Context: an optimization exercise on an open-source flow, tuned for small area, a short achievable clock period and few clock cycles per item. The choices shown serve that exercise and are no tape-out recipe.
Function was checked by simulation only, so behaviour that the tests miss may differ from the original.

Design alu_mc, start of the top module:
module alu_mc
#(
    parameter int unsigned WIDTH  = 32,
    parameter int unsigned DIV_EN = 1
) (
    input  logic             clk,
    input  logic             rst_n,
    input  logic             in_valid,
    output logic             in_ready,
    input  logic [WIDTH-1:0] a,
    input  logic [WIDTH-1:0] b,
    input  logic [risc_constants::FN_W-1:0] fn,
    output logic             out_valid,
    input  logic             out_ready,
    output logic [WIDTH-1:0] result,
    output logic             div_zero,
    output logic             illegal_fn
);
Settings: LEC_CHECK=0, CAP_MARGIN=20, CORE_MARGIN=2, CORE_UTILIZATION=40, SETUP_SLACK_MARGIN=5, SLEW_MARGIN=20, TNS_END_PERCENT=0; clock period 9.0 ns.
run.sh (not shown) runs the stock make flow with config.mk's settings and CLKGATE_MAP_FILE= SYNTH_SCRIPT=/design/flow/synth_recipe.tcl, a recipe that flattens the netlist after the stock synthesis.
Testbench counts at the start, summed over its fixed seeds: cycles 278,331, ops 160,000.
Change:
--- a/flow/design.v
+++ b/flow/design.v
@@ -167,25 +167,26 @@
         .zs (z_q & {32{!mfirst_q}}),
         .zc (zc_q & {32{!mfirst_q}}),
         .s  (ms),
         .c  (mc)
     );
     logic        selA_ia, selA_ib, selA_z, selA_zc, invA, alu_m, selB_D, selB_zc, eff_sub, ucin;
     logic [32:0] opA, opB;
     logic        qbit;
     assign opA  = (({33{selA_ia}} & {1'b0, ia_q}) | ({33{selA_ib}} & ib_q) | ({33{selA_z}} & {1'b0, z_q}) |
                    ({33{selA_zc}} & {1'b0, zc_q}))
                 ^ {33{invA}};
-    assign opB  = ({33{alu_m}}  & {1'b0, ib_q[31:0] ^ {32{sub_q}}})
-                | ({33{selB_D}} & ({sd_q, ia_q} ^ {33{eff_sub}}))
-                | ({33{selB_zc}} & {1'b0, zc_q});
+    assign opB  = (({33{alu_m}}  & {1'b0, ib_q[31:0]})
+                |  ({33{selB_D}} & {sd_q, ia_q})
+                |  ({33{selB_zc}} & {1'b0, zc_q}))
+                ^ {!alu_m && eff_sub, {32{eff_sub}}};
     assign csum = opA + opB + {32'd0, ucin};
     assign qbit = !csum[32];
     logic        u_push, move, push, i_free;
     logic [31:0] push_d;
     logic        push_dz, push_il;
     assign u_push  = m_mfin || (m_align && triv_q) || m_fin;
     assign move    = iv_q && !long_q && (!(rv_q && zv_q) || out_ready);
     assign push    = move || u_push;
     assign push_d  = e;
     assign push_dz = m_align && bz_q;
     assign push_il = sel_il;
@@ -256,23 +257,24 @@
     assign uadd_d = u_d[U_DIV] || u_d[U_CORR] || u_d[U_MFIN] || u_d[U_FIN];
     assign eff_d  = (u_d[U_DIV] ? dsub_d : 1'b0) ^ sd_n;
     always_ff @(posedge clk) begin
         selA_ia <= !uadd_d;
         selA_ib <= u_d[U_DIV] || u_d[U_CORR] || (u_d[U_FIN] && rem_n);
         selA_z  <= u_d[U_MFIN];
         selA_zc <= u_d[U_FIN] && !rem_n;
         invA    <= (u_d[U_ALIGN] && sa_n) || (u_d[U_FIN] && negq_q);
         alu_m   <= !uadd_d && !u_d[U_ALIGN];
         selB_D  <= u_d[U_DIV] || (u_d[U_CORR] && csum[32]);
         selB_zc <= u_d[U_MFIN];
-        eff_sub <= eff_d;
+        eff_sub <= (!uadd_d && !u_d[U_ALIGN]) ? sub_n :
+                   (u_d[U_DIV] || (u_d[U_CORR] && csum[32])) ? eff_d : 1'b0;
         ucin    <= (!uadd_d && !u_d[U_ALIGN] && sub_n) ||
                    (u_d[U_DIV] && eff_d) || (u_d[U_CORR] && csum[32] && sd_n) ||
                    (u_d[U_ALIGN] && sa_n) || (u_d[U_FIN] && negq_q);
     end
     logic fin_next;
     assign fin_next = u_d[U_MFIN] || u_d[U_FIN] || (u_d[U_ALIGN] && triv_n);
     always_ff @(posedge clk or negedge rst_n) begin
         if (!rst_n) begin
             iv_q       <= 1'b0;
             in_ready_q <= 1'b1;
             rv_q       <= 1'b0;
Flip-flop and latch count does not change.
Register-to-register slack improves by 100 ps.
Synthesized area is lower by 4.3%.
Hold slack improves by 27 ps.
Fmax is higher by about 2.4%.
Critical path depth is higher by 4.
Die area is lower by about 4.3%.
Final area is lower by about 3.5%.
Global-route usage is lower by 0.57 points.
Utilization is higher by 0.45 points.
Testbench counts after the change, summed over its fixed seeds: cycles 278,331, ops 160,000.

static timing again, ports no longer ideal:
How much do the figures lean on ideal ports? The routed layouts below were timed once more, with nothing changed but the port constraints.
Step 1: set_driving_cell puts a clkbuf_16 on clk and a buf_2 on each other input, an assumption about the parent block.
Step 2 also shifts input and output timing later by t, the mid clock arrival at the registers, as if the neighbouring blocks saw the same clock.
Slacks: no drivers / after step 1 / after step 2; pairs: no drivers / after step 1.
run | t, ns | slack for setup (ns) | hold slack, ns | slew at the worst register clock pin (ns) | worst slew at a driven data input, ns
the first run | 0.680 | 4.723 / 4.723 / 4.212 | 0.471 / 0.471 / 0.471 | 0.07 / 0.07 | 0.04
the second run | 0.682 | 4.825 / 4.825 / 4.314 | 0.497 / 0.497 / 0.497 | 0.07 / 0.07 | 0.04
After both steps setup and hold are still met in every run listed.
